This is an optimization exercise on Yosys and OpenROAD, whose aim is small area, a short achievable clock period and few clock cycles per item, not a production implementation.
Only simulation tests tie the RTL to the original design; equivalence was not proved.
Power is estimated from default activity; no workload was simulated.

violet:
## clock_source_selector_unit
module clock_source_selector_unit (
   input  logic                        clock,
   input  logic                        reset,
   input  logic                        req_valid,
   output logic                        req_stall,
   input  logic                        req_radio_new,
   input  logic [css_pkg::TIME_W-1:0]  req_radio_time,
   input  logic [css_pkg::DATE_W-1:0]  req_radio_date,
   input  logic                        req_rtc_new,
   input  logic [css_pkg::TIME_W-1:0]  req_rtc_time,
   input  logic [css_pkg::DATE_W-1:0]  req_rtc_date,
   input  logic                        req_internal_new,
   input  logic [css_pkg::TIME_W-1:0]  req_internal_time,
   input  logic [css_pkg::DATE_W-1:0]  req_internal_date,
   input  logic                        req_second_tick,
   input  logic                        req_rtc_write_done,
   input  logic                        req_internal_write_ok,
   output logic                        rsp_valid,
   input  logic                        rsp_stall,
   output logic [css_pkg::TIME_W-1:0]  rsp_final_time,
   output logic [css_pkg::DATE_W-1:0]  rsp_final_date,
   output logic                        rsp_final_synced,
   output logic [1:0]                  rsp_final_source,
   output logic                        rsp_rtc_write_req,
   output logic                        rsp_internal_write_req,
   output logic                        rsp_radio_synced,
   output logic                        rsp_rtc_synced,
   output logic                        rsp_internal_synced,
   input  logic                        csr_psel,
   input  logic                        csr_penable,
   input  logic                        csr_pwrite,
   input  logic [css_pkg::CSR_AW-1:0]  csr_paddr,
   input  logic [css_pkg::CSR_DW-1:0]  csr_pwdata,
   output logic [css_pkg::CSR_DW-1:0]  csr_prdata,
   output logic                        csr_pready
);
For scale: roughly 2,000 cells after synthesis, about 240 I/O pins, ~17,000 um^2 of cells after synthesis.
export LEC_CHECK = 0
export CAP_MARGIN = 20
export CORE_MARGIN = 2
export CORE_UTILIZATION = 40
export SETUP_SLACK_MARGIN = 5
export SLEW_MARGIN = 20
export TNS_END_PERCENT = 5
create_clock -name core_clock -period 9.0 [get_ports {clock}]
standard.sh (not shown) runs the stock make flow with config.mk's settings and CLKGATE_MAP_FILE= SYNTH_SCRIPT=/design/flow/synth_recipe.tcl, a recipe that flattens the netlist after the stock synthesis.
==> flow/flow/run.sh <==
#!/bin/bash
# The standard layout, with plain buffers on the ports instead of the delay
# buffers buffer_ports picks by default. Each tool's output goes to its own log.
set -euo pipefail
export BUFFER_PORTS_ARGS="-buffer_cell sky130_fd_sc_hd__buf_1"
bash standard.sh > standard.log 2>&1
Testbench counts of violet, summed over its fixed seeds: cycles 12,008, items 12,000.
> inputs changed (violet -> pepper)
--- a/flow/config.mk
+++ b/flow/config.mk
@@ -7,0 +8 @@
+export ABC_AREA = 1
@@ -10 +11 @@
-export CORE_UTILIZATION = 40
+export CORE_UTILIZATION = 60
@@ -13 +13,0 @@
-export TNS_END_PERCENT = 5
Notes after the runs:
Per the comparison of pepper with violet, final critical delay including setup and external delays went down; worst setup slack after layout went up; floorplan core area went down.
Fraction of the mapped netlist area in compound gates for pepper: 2.0 points up relative to violet
Synthesized cell count | pepper above violet
## Diff of input files: cedar against pepper
--- a/flow/config.mk
+++ b/flow/config.mk
@@ -8 +7,0 @@
-export ABC_AREA = 1
@@ -11 +10 @@
-export CORE_UTILIZATION = 60
+export CORE_UTILIZATION = 40
[summary]
- Going from pepper to cedar, leakage power figure shrinks by 0.00084 uW.
- Max initial antenna violation count across pepper and cedar: cedar
- There was hardly any difference in worst-case hold slack between pepper and cedar.
- cedar reports its end of the critical path as u_core.flags_ff[2] while pepper reports u_core.flags_ff[3].
- Taking pepper as the reference, in cedar wire length shows an increase of 2800 um, final instance count without filler cells shows a reduction of 38, switching power of the nets shows an increase of about 0.4%, total routing usage reported by global routing shows a reduction of 11 points, final critical-path setup slack shows a reduction of 220 ps.
Inputs modified between cedar and sierra:
--- a/flow/config.mk
+++ b/flow/config.mk
@@ -7,0 +8 @@
+export ABC_AREA = 1
@@ -12,0 +14 @@
+export TNS_END_PERCENT = 5
### Flow results
Worst stage delay on the critical path in sierra vs cedar: down 150 ps. Clock tree skew after final layout is lower on cedar. Layout sequential cell count came out exactly the same in sierra and cedar. Comparing sierra and cedar, the higher initial antenna violation count is on cedar. cedar vs sierra, critical path endpoint: u_core.flags_ff[2] vs u_core.flags_ff[3]. Against cedar, sierra reports a post-cts sizing count that is higher. Between cedar and sierra, the flow reports die area decreasing by a few percent. Changes observed in sierra relative to cedar: quantity of I/O buffers inserted on ports about even; via density per instance fell about 3.5%; clock network power share rose 1.3 points.
--- input diff sierra..garnet ---
--- a/flow/config.mk
+++ b/flow/config.mk
@@ -14 +13,0 @@
-export TNS_END_PERCENT = 5
- The number of vias per cell of sierra and that of garnet are within noise of each other.
- Sort garnet and sierra by part of the power in registers asc -> top: sierra
- On number of max-slew violations in the final report, garnet and sierra are basically level.
- Largest vdd supply drop ends up higher on garnet.

* * *

Starting RTL as in the previous note.
export LEC_CHECK = 0
export CAP_MARGIN = 20
export CORE_MARGIN = 2
export CORE_UTILIZATION = 40
export SETUP_SLACK_MARGIN = 5
export SLEW_MARGIN = 20
create_clock -name core_clock -period 9.0 [get_ports {clock}]
run.sh (not shown) runs the stock make flow with config.mk's settings and CLKGATE_MAP_FILE= SYNTH_SCRIPT=/design/flow/synth_recipe.tcl, a recipe that flattens the netlist after the stock synthesis.
Stock flow here: none of the scripts above is used.
The starting point finished with timing, DRC and antenna clean.
Testbench counts at the start, summed over its fixed seeds: cycles 12,008, items 12,000.
==> next run, changes <==
==> flow/flow/run.sh (new file) <==
#!/bin/bash
# The standard layout, with plain buffers on the ports instead of the delay
# buffers buffer_ports picks by default. Each tool's output goes to its own log.
set -euo pipefail
export BUFFER_PORTS_ARGS="-buffer_cell sky130_fd_sc_hd__buf_1"
bash standard.sh > standard.log 2>&1
==> flow/standard.sh (new file) <==
#!/bin/bash
# synth_recipe.tcl (not shown) runs the flow's synth.tcl, then flattens the netlist and writes it again
# the make line also repeats each setting of config.mk as NAME=value (left out here)
make -C /OpenROAD-flow-scripts/flow DESIGN_CONFIG=/design/flow/config.mk WORK_HOME=/design/flow/orfs CLKGATE_MAP_FILE= SYNTH_SCRIPT=/design/flow/synth_recipe.tcl "${@:-finish}"
--- a/flow/config.mk
+++ b/flow/config.mk
@@ -10,0 +11 @@
+export CTS_BUF_LIST = sky130_fd_sc_hd__clkbuf_4 sky130_fd_sc_hd__clkbuf_8
removed: flow/run.sh
The new run went through all stages and came out clean.
Maximum frequency came out lower by 2.7%.
Synthesized cell count does not change.
Design area falls by 8.9%.
Worst setup slack gets worse by 0.13 ns.
Clock-buffer cell count goes up by 36.
Die area is unchanged.
Core utilization falls by 4.7 points.
Sequential share of layout area rises by 2.7 points.

* * *

Another version of the RTL of clock_source_selector_unit (not shown whole).
For scale: about 2200 cells after synthesis, about 270 flip-flops, ~240 I/O pins, roughly 0.017 sq mm of cells after synthesis.
==> flow/config.mk <==
export PLATFORM = sky130hd
export DESIGN_NAME = clock_source_selector_unit
export DESIGN_NICKNAME = clock_source_selector_unit
export VERILOG_FILES = /design/flow/design.v
export SDC_FILE = /design/flow/constraint.sdc
export NUM_CORES = 4
export LEC_CHECK = 0
export ABC_AREA = 1
export CAP_MARGIN = 20
export CORE_MARGIN = 2
export CORE_UTILIZATION = 40
export SETUP_SLACK_MARGIN = 5
export SLEW_MARGIN = 20
export TNS_END_PERCENT = 5
==> flow/constraint.sdc <==
create_clock -name core_clock -period 9.0 [get_ports {clock}]
set_input_delay 1.8000 -clock core_clock [delete_from_list [all_inputs] [get_ports {clock}]]
set_output_delay 1.8000 -clock core_clock [all_outputs]
set_load 0.01 [all_outputs]
standard.sh (not shown) runs the stock make flow with config.mk's settings and CLKGATE_MAP_FILE= SYNTH_SCRIPT=/design/flow/synth_recipe.tcl, a recipe that flattens the netlist after the stock synthesis.
==> flow/flow/run.sh <==
#!/bin/bash
# The standard layout, with plain buffers on the ports instead of the delay
# buffers buffer_ports picks by default. Each tool's output goes to its own log.
set -euo pipefail
export BUFFER_PORTS_ARGS="-buffer_cell sky130_fd_sc_hd__buf_1"
bash standard.sh > standard.log 2>&1
The starting point produced a clean layout.
Testbench counts at the start, summed over its fixed seeds: cycles 12,008, items 12,000.
==> next run, changes <==
--- a/flow/config.mk
+++ b/flow/config.mk
@@ -12 +12 @@
-export SETUP_SLACK_MARGIN = 5
+export SETUP_SLACK_MARGIN = 4.7
Outcome: The changed run passed the timing, DRC and antenna checks. Power drops by 0.88%. Worst setup slack gets worse by 0.063 ns. Design area drops by 1.4%. Flip-flop and latch count is unchanged. Core utilization drops by 0.68 points. Clock power is about the same. Non-clock buffer count drops by 12.
==> next run, changes <==
--- a/flow/config.mk
+++ b/flow/config.mk
@@ -12 +12,4 @@
-export SETUP_SLACK_MARGIN = 4.7
+export CTS_CLUSTER_DIAMETER = 80
+export CTS_CLUSTER_SIZE = 28
+export PLACE_DENSITY = 0.72
+export SETUP_SLACK_MARGIN = 5
Outcome: The new run finished with timing, DRC and antenna clean; synthesized area stays the same; global-route usage increases by 0.22 points; power decreases by a few percent; via count increases slightly; sequential power is about the same; non-clock buffer count increases by 16; clock power decreases by about a fifth.
==> next run, changes <==
--- a/flow/config.mk
+++ b/flow/config.mk
@@ -12,3 +11,0 @@
-export CTS_CLUSTER_DIAMETER = 80
-export CTS_CLUSTER_SIZE = 28
-export PLACE_DENSITY = 0.72
@@ -16,0 +14,2 @@
+export SYNTH_HIERARCHICAL = 1
+export SYNTH_MINIMUM_KEEP_SIZE = 0
Routed wire length went up by a few percent.
Count of clock-buffer cells in the layout went up by 28.
Sequential share of layout area went down by 1.3 points.
Synthesized cell count went up by a little under a tenth.
Power went up by roughly a tenth.
Area after synthesis went up by a few percent.
Worst setup slack is worse by 0.073 ns.
Clock power went up by a quarter to a third.
First-iteration DRC count went down by roughly a tenth.
Non-clock buffer count went up by 1.

* * *

clock_source_selector_unit, a different RTL version from the one above (not shown whole).
For scale: about 2100 cells after synthesis, roughly 260 flip-flops, roughly 240 I/O pins.
==> flow/design.v (excerpt) <==
module clock_source_selector_unit (
   input  logic                        clock,
   input  logic                        reset,
   input  logic                        req_valid,
   output logic                        req_stall,
   input  logic                        req_radio_new,
   input  logic [css_pkg::TIME_W-1:0]  req_radio_time,
   input  logic [css_pkg::DATE_W-1:0]  req_radio_date,
   input  logic                        req_rtc_new,
   input  logic [css_pkg::TIME_W-1:0]  req_rtc_time,
   input  logic [css_pkg::DATE_W-1:0]  req_rtc_date,
   input  logic                        req_internal_new,
   input  logic [css_pkg::TIME_W-1:0]  req_internal_time,
   input  logic [css_pkg::DATE_W-1:0]  req_internal_date,
   input  logic                        req_second_tick,
   input  logic                        req_rtc_write_done,
   input  logic                        req_internal_write_ok,
   output logic                        rsp_valid,
   input  logic                        rsp_stall,
   output logic [css_pkg::TIME_W-1:0]  rsp_final_time,
   output logic [css_pkg::DATE_W-1:0]  rsp_final_date,
   output logic                        rsp_final_synced,
   output logic [1:0]                  rsp_final_source,
   output logic                        rsp_rtc_write_req,
   output logic                        rsp_internal_write_req,
   output logic                        rsp_radio_synced,
   output logic                        rsp_rtc_synced,
   output logic                        rsp_internal_synced,
   input  logic                        csr_psel,
   input  logic                        csr_penable,
   input  logic                        csr_pwrite,
   input  logic [css_pkg::CSR_AW-1:0]  csr_paddr,
   input  logic [css_pkg::CSR_DW-1:0]  csr_pwdata,
  ...
export LEC_CHECK = 0
export CAP_MARGIN = 20
export CORE_MARGIN = 2
export CORE_UTILIZATION = 40
export SLEW_MARGIN = 20
create_clock -name core_clock -period 9.0 [get_ports {clock}]
Scripts as last shown in full above: flow/flow/run.sh
The first run passed the timing, DRC and antenna checks.
Testbench counts at the start, summed over its fixed seeds: cycles 12,008, items 12,000.
Then changed:
==> flow/run.sh (new file) <==
#!/bin/bash
# synth_recipe.tcl (not shown) runs the flow's synth.tcl, then flattens the netlist and writes it again
# the make line also repeats each setting of config.mk as NAME=value (left out here)
make -C /OpenROAD-flow-scripts/flow DESIGN_CONFIG=/design/flow/config.mk WORK_HOME=/design/flow/orfs CLKGATE_MAP_FILE= SYNTH_SCRIPT=/design/flow/synth_recipe.tcl finish
Settings changed: SETUP_SLACK_MARGIN from default to 5.
removed: flow/flow/run.sh
removed: flow/standard.sh
After rerunning: The changed run completed with no timing, DRC or antenna violations; synthesized area is unchanged; hold slack is about the same; die area is unchanged; clock-buffer cell count is higher by 3; power grows by a few percent; synthesized cell count does not change; critical path depth stays the same; routed wire length goes up by a few percent; clock skew falls by 8.7 ps; via count went up by a few percent.
Then changed:
Settings changed: SETUP_SLACK_MARGIN 5 to 4.
Fmax is lower by roughly a tenth.
Synthesized cell count is unchanged.
Cell area is lower slightly.
Wire length is lower slightly.
Clock-buffer cell count stays the same.
Then changed:
Settings changed: SETUP_SLACK_MARGIN 4 to default.
Result: Area after synthesis is unchanged; utilization came out lower by 1.2 points; via count came out lower by 1.9%; sequential power barely changes; routed wire length came out lower by 3.9%; final cell count came out lower by 0.80%; worst setup slack degrades by 760 ps.

-- port drivers added, routing unchanged --
The results above use ideal ports. As a check the final layouts listed here were re-extracted and re-timed, cells and wires unchanged.
Step 1 sets driving cells, clkbuf_16 on the clock port and buf_2 on the other inputs (assumed; they add their load-dependent delay and slew).
Step 2 moves the port delays by t, midway between the first and last clock arrival at a register: inputs arrive t later, outputs are due t later. That takes back most of the time a late clock gives input paths.
Three values: ideal, step 1, step 2; two values: the first two.
run | t, ns | slack for setup (ns) | worst setup path after step 2 | clock arrival spread, ns | worst register clock-pin slew, ns
violet | 0.644 | 4.293 / 4.297 / 3.653 | input to register | 0.018 / 0.018 | 0.07 / 0.07
pepper | 0.611 | 4.409 / 4.406 / 3.795 | input to register | 0.025 / 0.025 | 0.07 / 0.07
cedar | 0.639 | 4.193 / 4.176 / 3.538 | input to register | 0.012 / 0.011 | 0.06 / 0.06
sierra | 0.641 | 4.538 / 4.544 / 3.903 | input to register | 0.033 / 0.033 | 0.07 / 0.07
garnet | 0.641 | 4.523 / 4.525 / 3.884 | input to register | 0.028 / 0.028 | 0.06 / 0.06
the first run of note 2 | 0.631 | 4.378 / 4.367 / 3.737 | input to register | 0.013 / 0.013 | 0.07 / 0.07
the second run of note 2 | 0.674 | 4.249 / 4.225 / 3.551 | input to register | 0.025 / 0.026 | 0.07 / 0.07
the first run of note 3 | 0.647 | 4.842 / 4.851 / 4.205 | input to register | 0.019 / 0.019 | 0.07 / 0.07
the second run of note 3 | 0.649 | 4.779 / 4.811 / 4.162 | input to register | 0.016 / 0.016 | 0.06 / 0.06
the third run of note 3 | 0.599 | 4.838 / 4.855 / 4.256 | input to register | 0.031 / 0.031 | 0.10 / 0.10
the fourth run of note 3 | 0.581 | 4.766 / 4.586 / 4.005 | input to register | 0.026 / 0.026 | 0.06 / 0.06
the first run of note 4 | 0.633 | 3.228 / 3.240 / 2.607 | input to register | 0.017 / 0.017 | 0.06 / 0.06
the second run of note 4 | 0.635 | 4.502 / 4.473 / 3.837 | input to register | 0.012 / 0.013 | 0.06 / 0.06
the third run of note 4 | 0.593 | 4.055 / 4.071 / 3.477 | input to register | 0.013 / 0.013 | 0.06 / 0.06
the fourth run of note 4 | 0.595 | 3.300 / 3.276 / 2.680 | input to register | 0.017 / 0.017 | 0.06 / 0.06
After both steps setup and hold are still met in every run listed. For the fourth run of note 3, which loses most, drivers alone change the setup slack by -0.180 ns; drivers and shift together by -0.761 ns.
